Source: an optimization exercise on an open RTL-to-GDS flow (aim: small area). Production flows keep margins and buffers that such runs may drop. At most, simulation tests tie the RTL to the original design; equivalence was not proved.

==> branch delta: inputs <==
==> flow/design.v <==
`timescale 1ns/1ps
package sadPkg;
        localparam int ApbAddrWidth = 8;
        localparam int ApbDataWidth = 32;
        localparam int FrameIndexWidth = 8;
        localparam int NumElems = 16;
        typedef logic [ApbAddrWidth-1:0] apbAddrT;
        typedef logic [ApbDataWidth-1:0] apbDataT;
        typedef logic [FrameIndexWidth-1:0] frameIndexT;
        typedef enum logic [1:0] {
                kindNone         = 2'd0,
                kindFrameLoad    = 2'd1,
                kindFrameCompute = 2'd2,
                kindWindowLoad   = 2'd3
        } loadKindT;
        localparam apbAddrT AddrCmd = 8'h00;
        localparam apbAddrT AddrElem = 8'h04;
        localparam apbAddrT AddrCount = 8'h08;
        localparam apbAddrT AddrLast = 8'h0C;
        localparam apbAddrT AddrBest = 8'h10;
        localparam apbAddrT AddrBestIdx = 8'h14;
endpackage
`timescale 1ns/1ps
module sadApbControl #(
        parameter int ElemWidth = 8
) (
        input  logic Clk,
        input  logic rst,
        input  logic psel,
        input  logic penable,
        input  logic pwrite,
        input  sadPkg::apbAddrT paddr,
        input  sadPkg::apbDataT pwdata,
        output sadPkg::apbDataT prdata,
        input  logic [ElemWidth+3:0] lastSad,
        input  logic [ElemWidth+3:0] bestSad,
        input  sadPkg::frameIndexT bestIdx,
        input  sadPkg::frameIndexT resultCount,
        input  logic [3:0] rdIdx,
        output logic [ElemWidth-1:0] stageElem,
        output logic [sadPkg::NumElems*ElemWidth-1:0] stageVec,
        output logic cmdWrite,
        output logic countWrite
);
        localparam int PtrWidth = $clog2(sadPkg::NumElems);
        logic wrEn;
        logic elemWrite;
        logic [ElemWidth-1:0] stageMem [sadPkg::NumElems];
        logic [PtrWidth-1:0] stagePtr;
        assign wrEn = psel & penable & pwrite;
        assign cmdWrite = wrEn && (paddr == sadPkg::AddrCmd);
        assign elemWrite = wrEn && (paddr == sadPkg::AddrElem);
        assign countWrite = wrEn && (paddr == sadPkg::AddrCount);
        always_ff @(posedge Clk) begin
                if (elemWrite) begin
                        stageMem[stagePtr] <= pwdata[ElemWidth-1:0];
                end
        end
        always_ff @(posedge Clk) begin
                if (rst) begin
                        stagePtr <= '0;
                end else if (cmdWrite) begin
                        stagePtr <= '0;
                end else if (elemWrite) begin
                        stagePtr <= stagePtr + 1'b1;
                end
        end
        assign stageElem = stageMem[rdIdx];
        for (genvar i = 0; i < sadPkg::NumElems; i++) begin : genFlatten
                assign stageVec[i*ElemWidth +: ElemWidth] = stageMem[i];
        end
        always_comb begin
                case (paddr)
                        sadPkg::AddrCount: prdata = sadPkg::ApbDataWidth'(resultCount);
                        sadPkg::AddrLast: prdata = sadPkg::ApbDataWidth'(lastSad);
                        sadPkg::AddrBest: prdata = sadPkg::ApbDataWidth'(bestSad);
                        sadPkg::AddrBestIdx: prdata = sadPkg::ApbDataWidth'(bestIdx);
                        default: prdata = '0;
                endcase
        end
endmodule
`timescale 1ns/1ps
module sadVectorCapture #(
        parameter int ElemWidth = 8
) (
        input  logic Clk,
        input  logic [sadPkg::NumElems*ElemWidth-1:0] stageVec,
        input  logic windowLoad,
        input  logic [3:0] rdIdx,
        output logic [ElemWidth-1:0] windowElem
);
        logic [ElemWidth-1:0] windowMem [sadPkg::NumElems];
        always_ff @(posedge Clk) begin
                if (windowLoad) begin
                        for (int i = 0; i < sadPkg::NumElems; i++) begin
                                windowMem[i] <= stageVec[i*ElemWidth +: ElemWidth];
                        end
                end
        end
        assign windowElem = windowMem[rdIdx];
endmodule
`timescale 1ns/1ps
module sadDiffTree #(
        parameter int ElemWidth = 8
) (
        input  logic [ElemWidth-1:0] windowElem,
        input  logic [ElemWidth-1:0] stageElem,
        input  logic [ElemWidth+3:0] sumIn,
        output logic [ElemWidth+3:0] sumOut
);
        logic [ElemWidth-1:0] d;
        logic gt;
        logic [ElemWidth-1:0] mag;
        assign {gt, d} = {1'b0, windowElem} + {1'b0, ~stageElem};
        assign mag = d ^ {ElemWidth{~gt}};
        assign sumOut = sumIn + {4'd0, mag} + {{(ElemWidth+3){1'b0}}, gt};
endmodule
`timescale 1ns/1ps
module sadBestTracker #(
        parameter int ElemWidth = 8
) (
        input  logic Clk,
        input  logic rst,
        input  logic startCompute,
        input  logic clearBest,
        input  logic [ElemWidth+3:0] sumNext,
        output logic [3:0] rdIdx,
        output logic [ElemWidth+3:0] lastSad,
        output logic [ElemWidth+3:0] bestSad,
        output sadPkg::frameIndexT bestIdx,
        output sadPkg::frameIndexT resultCount
);
        logic busy;
        logic finish;
        always_ff @(posedge Clk) begin
                if (rst) begin
                        busy <= 1'b0;
                        finish <= 1'b0;
                end else begin
                        finish <= busy && (rdIdx == 4'd15);
                        if (startCompute) begin
                                busy <= 1'b1;
                        end else if (rdIdx == 4'd15) begin
                                busy <= 1'b0;
                        end
                end
        end
        always_ff @(posedge Clk) begin
                if (startCompute) begin
                        rdIdx <= '0;
                end else if (busy) begin
                        rdIdx <= rdIdx + 1'b1;
                end
        end
        always_ff @(posedge Clk) begin
                if (rst) begin
                        lastSad <= '0;
                end else if (startCompute) begin
                        lastSad <= '0;
                end else if (busy) begin
                        lastSad <= sumNext;
                end
        end
        always_ff @(posedge Clk) begin
                if (rst) begin
                        bestSad <= '1;
                        bestIdx <= '0;
                        resultCount <= '0;
                end else if (clearBest) begin
                        bestSad <= '1;
                        bestIdx <= '0;
                        resultCount <= '0;
                end else if (finish) begin
                        resultCount <= resultCount + 1'b1;
                        if (lastSad < bestSad) begin
                                bestSad <= lastSad;
                                bestIdx <= resultCount;
                        end
                end
        end
endmodule
`timescale 1ns/1ps
module sadEngineTop #(
        parameter int ElemWidth = 8
) (
        input  logic Clk,
        input  logic rst,
        input  logic psel,
        input  logic penable,
        input  logic pwrite,
        input  sadPkg::apbAddrT paddr,
        input  sadPkg::apbDataT pwdata,
        output sadPkg::apbDataT prdata
);
        localparam int SumWidth = ElemWidth + 4;
        localparam int VecWidth = sadPkg::NumElems * ElemWidth;
        logic [VecWidth-1:0] stageVec;
        logic [ElemWidth-1:0] stageElem;
        logic [ElemWidth-1:0] windowElem;
        logic [3:0] rdIdx;
        logic cmdWrite;
        logic countWrite;
        logic [SumWidth-1:0] sumNext;
        logic [SumWidth-1:0] lastSad;
        logic [SumWidth-1:0] bestSad;
        sadPkg::frameIndexT bestIdx;
        sadPkg::frameIndexT resultCount;
        sadApbControl #(.ElemWidth(ElemWidth)) uControl (
                .Clk(Clk), .rst(rst),
                .psel(psel), .penable(penable), .pwrite(pwrite),
                .paddr(paddr), .pwdata(pwdata), .prdata(prdata),
                .lastSad(lastSad), .bestSad(bestSad),
                .bestIdx(bestIdx), .resultCount(resultCount),
                .rdIdx(rdIdx), .stageElem(stageElem), .stageVec(stageVec),
                .cmdWrite(cmdWrite), .countWrite(countWrite)
        );
        sadVectorCapture #(.ElemWidth(ElemWidth)) uCapture (
                .Clk(Clk),
                .stageVec(stageVec),
                .windowLoad(cmdWrite && (pwdata[1:0] == sadPkg::kindWindowLoad)),
                .rdIdx(rdIdx), .windowElem(windowElem)
        );
        sadDiffTree #(.ElemWidth(ElemWidth)) uDiffTree (
                .windowElem(windowElem), .stageElem(stageElem),
                .sumIn(lastSad), .sumOut(sumNext)
        );
        sadBestTracker #(.ElemWidth(ElemWidth)) uTracker (
                .Clk(Clk), .rst(rst),
                .startCompute(cmdWrite && (pwdata[1:0] == sadPkg::kindFrameCompute)),
                .clearBest(countWrite),
                .sumNext(sumNext),
                .rdIdx(rdIdx), .lastSad(lastSad), .bestSad(bestSad),
                .bestIdx(bestIdx), .resultCount(resultCount)
        );
endmodule
==> flow/run.sh <==
#!/bin/bash
# synth_recipe.tcl (not shown) runs the flow's synth.tcl, then flattens the netlist and writes it again
# the make line also repeats each setting of config.mk as NAME=value (left out here)
make -C /OpenROAD-flow-scripts/flow DESIGN_CONFIG=/design/flow/config.mk WORK_HOME=/design/flow/orfs CLKGATE_MAP_FILE= SYNTH_SCRIPT=/design/flow/synth_recipe.tcl finish
==> flow/config.mk <==
export PLATFORM = sky130hd
export DESIGN_NAME = sadEngineTop
export DESIGN_NICKNAME = sadEngineTop
export VERILOG_FILES = /design/flow/design.v
export SDC_FILE = /design/flow/constraint.sdc
export NUM_CORES = 4
export LEC_CHECK = 0
export CAP_MARGIN = 20
export CORE_MARGIN = 2
export CORE_UTILIZATION = 40
export CTS_BUF_LIST = sky130_fd_sc_hd__clkbuf_16
export CTS_CLUSTER_DIAMETER = 120
export CTS_CLUSTER_SIZE = 30
export GPL_TIMING_DRIVEN = 0
export SLEW_MARGIN = 20
==> flow/constraint.sdc <==
create_clock -name core_clock -period 5.0 [get_ports {Clk}]
set_input_delay 1.0000 -clock core_clock [delete_from_list [all_inputs] [get_ports {Clk}]]
set_output_delay 1.0000 -clock core_clock [all_outputs]
set_load 0.01 [all_outputs]
==> branch yarrow: changes against branch delta <==
==> flow/design.v, changed modules only <==
module sadApbControl #(
        parameter int ElemWidth = 8
) (
        input  logic Clk,
        input  logic rst,
        input  logic psel,
        input  logic penable,
        input  logic pwrite,
        input  sadPkg::apbAddrT paddr,
        input  sadPkg::apbDataT pwdata,
        output sadPkg::apbDataT prdata,
        input  logic [ElemWidth+3:0] lastSad,
        input  logic [ElemWidth+3:0] bestSad,
        input  sadPkg::frameIndexT bestIdx,
        input  sadPkg::frameIndexT resultCount,
        output logic elemTransfer,
        output logic elemWrite,
        output logic windowLoad,
        output logic computeStart,
        output logic countWrite,
        output logic [3:0] stagePtr
);
        logic wrEn;
        logic cmdWrite;
        assign wrEn = psel & penable & pwrite;
        assign elemTransfer = psel && pwrite && (paddr == sadPkg::AddrElem);
        assign cmdWrite = wrEn && (paddr == sadPkg::AddrCmd);
        assign elemWrite = elemTransfer && penable;
        assign countWrite = wrEn && (paddr == sadPkg::AddrCount);
        assign windowLoad = cmdWrite && (pwdata[1:0] == sadPkg::kindWindowLoad);
        assign computeStart = cmdWrite && (pwdata[1:0] == sadPkg::kindFrameCompute);
        always_ff @(posedge Clk) begin
                if (rst) begin
                        stagePtr <= '0;
                end else if (cmdWrite) begin
                        stagePtr <= '0;
                end else if (elemWrite) begin
                        stagePtr <= stagePtr + 1'b1;
                end
        end
        always_comb begin
                case (paddr)
                        sadPkg::AddrCount: prdata = sadPkg::ApbDataWidth'(resultCount);
                        sadPkg::AddrLast: prdata = sadPkg::ApbDataWidth'(lastSad);
                        sadPkg::AddrBest: prdata = sadPkg::ApbDataWidth'(bestSad);
                        sadPkg::AddrBestIdx: prdata = sadPkg::ApbDataWidth'(bestIdx);
                        default: prdata = '0;
                endcase
        end
endmodule
module sadVectorCapture #(
        parameter int ElemWidth = 8
) (
        input  logic Clk,
        input  logic rst,
        input  logic elemTransfer,
        input  logic elemWrite,
        input  logic [3:0] stagePtr,
        input  logic [ElemWidth-1:0] elemData,
        input  logic windowLoad,
        input  logic [1:0] lane,
        output logic [ElemWidth-1:0] stageElem,
        output logic [ElemWidth-1:0] windowElem
);
        logic [ElemWidth-1:0] stageMem [16];
        logic [ElemWidth-1:0] windowMem [16];
        logic [1:0] phase;
        logic [ElemWidth-1:0] heldData;
        logic [1:0] heldAge;
        logic [3:0] heldPtr;
        logic [3:0] copyAge;
        logic copying;
        logic busWrite;
        logic heldWrite;
        logic [1:0] insLane;
        logic [ElemWidth-1:0] insData;
        always_ff @(posedge Clk) begin
                if (rst) begin
                        phase <= '0;
                end else begin
                        phase <= phase + 1'b1;
                end
        end
        always_ff @(posedge Clk) begin
                if (elemWrite) begin
                        heldData <= elemData;
                end
                heldAge <= {heldAge[0], elemWrite};
        end
        assign heldPtr = stagePtr - 1'b1;
        assign busWrite = elemTransfer && (stagePtr[1:0] == phase);
        assign heldWrite = (|heldAge) && (heldPtr[1:0] == phase);
        assign insLane = busWrite ? stagePtr[3:2] : heldPtr[3:2];
        assign insData = busWrite ? elemData : heldData;
        always_ff @(posedge Clk) begin
                copyAge <= {copyAge[2:0], windowLoad};
        end
        assign copying = |copyAge;
        always_ff @(posedge Clk) begin
                for (int j = 0; j < 3; j++) begin
                        for (int l = 0; l < 4; l++) begin
                                stageMem[4*j + l] <= stageMem[4*(j + 1) + l];
                                windowMem[4*j + l] <= windowMem[4*(j + 1) + l];
                        end
                end
                for (int l = 0; l < 4; l++) begin
                        if ((busWrite || heldWrite) && (insLane == l)) begin
                                stageMem[12 + l] <= insData;
                        end else begin
                                stageMem[12 + l] <= stageMem[l];
                        end
                        if (copying) begin
                                windowMem[12 + l] <= stageMem[l];
                        end else begin
                                windowMem[12 + l] <= windowMem[l];
                        end
                end
        end
        assign stageElem = stageMem[lane];
        assign windowElem = copying ? stageMem[lane] : windowMem[lane];
endmodule
module sadBestTracker #(
        parameter int ElemWidth = 8
) (
        input  logic Clk,
        input  logic rst,
        input  logic computeStart,
        input  logic clearBest,
        input  logic [ElemWidth+3:0] sumNext,
        output logic [1:0] lane,
        output logic [ElemWidth+3:0] lastSad,
        output logic [ElemWidth+3:0] bestSad,
        output sadPkg::frameIndexT bestIdx,
        output sadPkg::frameIndexT resultCount
);
        logic busy;
        logic [3:0] step;
        logic finish;
        always_ff @(posedge Clk) begin
                if (rst) begin
                        busy <= 1'b0;
                        finish <= 1'b0;
                end else begin
                        finish <= busy && (step == 4'd15);
                        if (computeStart) begin
                                busy <= 1'b1;
                        end else if (step == 4'd15) begin
                                busy <= 1'b0;
                        end
                end
        end
        always_ff @(posedge Clk) begin
                if (computeStart) begin
                        step <= '0;
                end else if (busy) begin
                        step <= step + 1'b1;
                end
        end
        assign lane = step[3:2];
        always_ff @(posedge Clk) begin
                if (rst) begin
                        lastSad <= '0;
                end else if (computeStart) begin
                        lastSad <= '0;
                end else if (busy) begin
                        lastSad <= sumNext;
                end
        end
        always_ff @(posedge Clk) begin
                if (rst) begin
                        bestSad <= '1;
                        bestIdx <= '0;
                        resultCount <= '0;
                end else if (clearBest) begin
                        bestSad <= '1;
                        bestIdx <= '0;
                        resultCount <= '0;
                end else if (finish) begin
                        resultCount <= resultCount + 1'b1;
                        if (lastSad < bestSad) begin
                                bestSad <= lastSad;
                                bestIdx <= resultCount;
                        end
                end
        end
endmodule
module sadEngineTop #(
        parameter int ElemWidth = 8
) (
        input  logic Clk,
        input  logic rst,
        input  logic psel,
        input  logic penable,
        input  logic pwrite,
        input  sadPkg::apbAddrT paddr,
        input  sadPkg::apbDataT pwdata,
        output sadPkg::apbDataT prdata
);
        localparam int SumWidth = ElemWidth + 4;
        logic elemTransfer;
        logic elemWrite;
        logic windowLoad;
        logic computeStart;
        logic countWrite;
        logic [3:0] stagePtr;
        logic [1:0] lane;
        logic [ElemWidth-1:0] stageElem;
        logic [ElemWidth-1:0] windowElem;
        logic [SumWidth-1:0] sumNext;
        logic [SumWidth-1:0] lastSad;
        logic [SumWidth-1:0] bestSad;
        sadPkg::frameIndexT bestIdx;
        sadPkg::frameIndexT resultCount;
        sadApbControl #(.ElemWidth(ElemWidth)) uControl (
                .Clk(Clk), .rst(rst),
                .psel(psel), .penable(penable), .pwrite(pwrite),
                .paddr(paddr), .pwdata(pwdata), .prdata(prdata),
                .lastSad(lastSad), .bestSad(bestSad),
                .bestIdx(bestIdx), .resultCount(resultCount),
                .elemTransfer(elemTransfer), .elemWrite(elemWrite),
                .windowLoad(windowLoad), .computeStart(computeStart),
                .countWrite(countWrite), .stagePtr(stagePtr)
        );
        sadVectorCapture #(.ElemWidth(ElemWidth)) uCapture (
                .Clk(Clk), .rst(rst),
                .elemTransfer(elemTransfer), .elemWrite(elemWrite),
                .stagePtr(stagePtr), .elemData(pwdata[ElemWidth-1:0]),
                .windowLoad(windowLoad),
                .lane(lane), .stageElem(stageElem), .windowElem(windowElem)
        );
        sadDiffTree #(.ElemWidth(ElemWidth)) uDiffTree (
                .windowElem(windowElem), .stageElem(stageElem),
                .sumIn(lastSad), .sumOut(sumNext)
        );
        sadBestTracker #(.ElemWidth(ElemWidth)) uTracker (
                .Clk(Clk), .rst(rst),
                .computeStart(computeStart), .clearBest(countWrite),
                .sumNext(sumNext), .lane(lane),
                .lastSad(lastSad), .bestSad(bestSad),
                .bestIdx(bestIdx), .resultCount(resultCount)
        );
endmodule
Settings changed: CORE_UTILIZATION 40 to 65, GPL_TIMING_DRIVEN 0 to unset, PLACE_DENSITY set to 0.75.
==> branch xenon: changes against branch delta <==
Settings changed: GPL_TIMING_DRIVEN 0 to unset.
==> flow_summary.toml <==
[global_route]
gr-usage-all-layers_pct = 22.00

[run_status]
status = "no timing/DRC/antenna violations"

[finish]
mostFrequentLayoutCell = "sky130_fd_sc_hd__dfxtp_1"

[synth]
yosys_warnings = 5
Source of the figures above: branch yarrow

==> flow_summary.toml <==
[synth]
yosys_warnings = 4

[run_status]
status = "no timing/DRC/antenna violations"

[global_route]
gr-usage-all-layers_pct = 19.26

[finish]
mostFrequentLayoutCell = "sky130_fd_sc_hd__edfxtp_1"
Source of the figures above: branch delta

==> flow_summary.toml <==
[run_status]
status = "no timing/DRC/antenna violations"

[finish]
mostFrequentLayoutCell = "sky130_fd_sc_hd__edfxtp_1"

[global_route]
gr-usage-all-layers_pct = 17.74

[critical_path]
timing.critical_path.slowest_stage_cell = "sky130_fd_sc_hd__dfxtp_1"
critical_path.startpoint_type = "flop"

[synth]
yosys_warnings = 4
Source of the figures above: branch xenon

Function not checked in branch delta and branch xenon: the RTL went through the layout flow alone.

==> separate check: timing with driven ports <==
The results above use ideal ports. As a check the final layouts listed here were re-extracted and re-timed, cells and wires unchanged. Step 1 sets driving cells, clkbuf_16 on the clock port and buf_2 on the other inputs (assumed; they add their load-dependent delay and slew). Step 2, shift: input delay + t, output delay - t, t = (earliest + latest rising clock arrival at the registers) / 2. This alone moves slack from input paths to output paths. a / b / c = no drivers / after step 1 / after step 2; a / b = the first two.
run | t, ns | setup WS [ns] | worst register clock-pin slew, ns
branch delta | 0.552 | 0.207 / 0.207 / 0.207 | 0.12 / 0.12
branch yarrow | 0.524 | 0.500 / 0.500 / 0.500 | 0.12 / 0.12
branch xenon | 0.561 | 0.203 / 0.203 / 0.203 | 0.12 / 0.12
After both steps setup and hold are still met in every run listed.
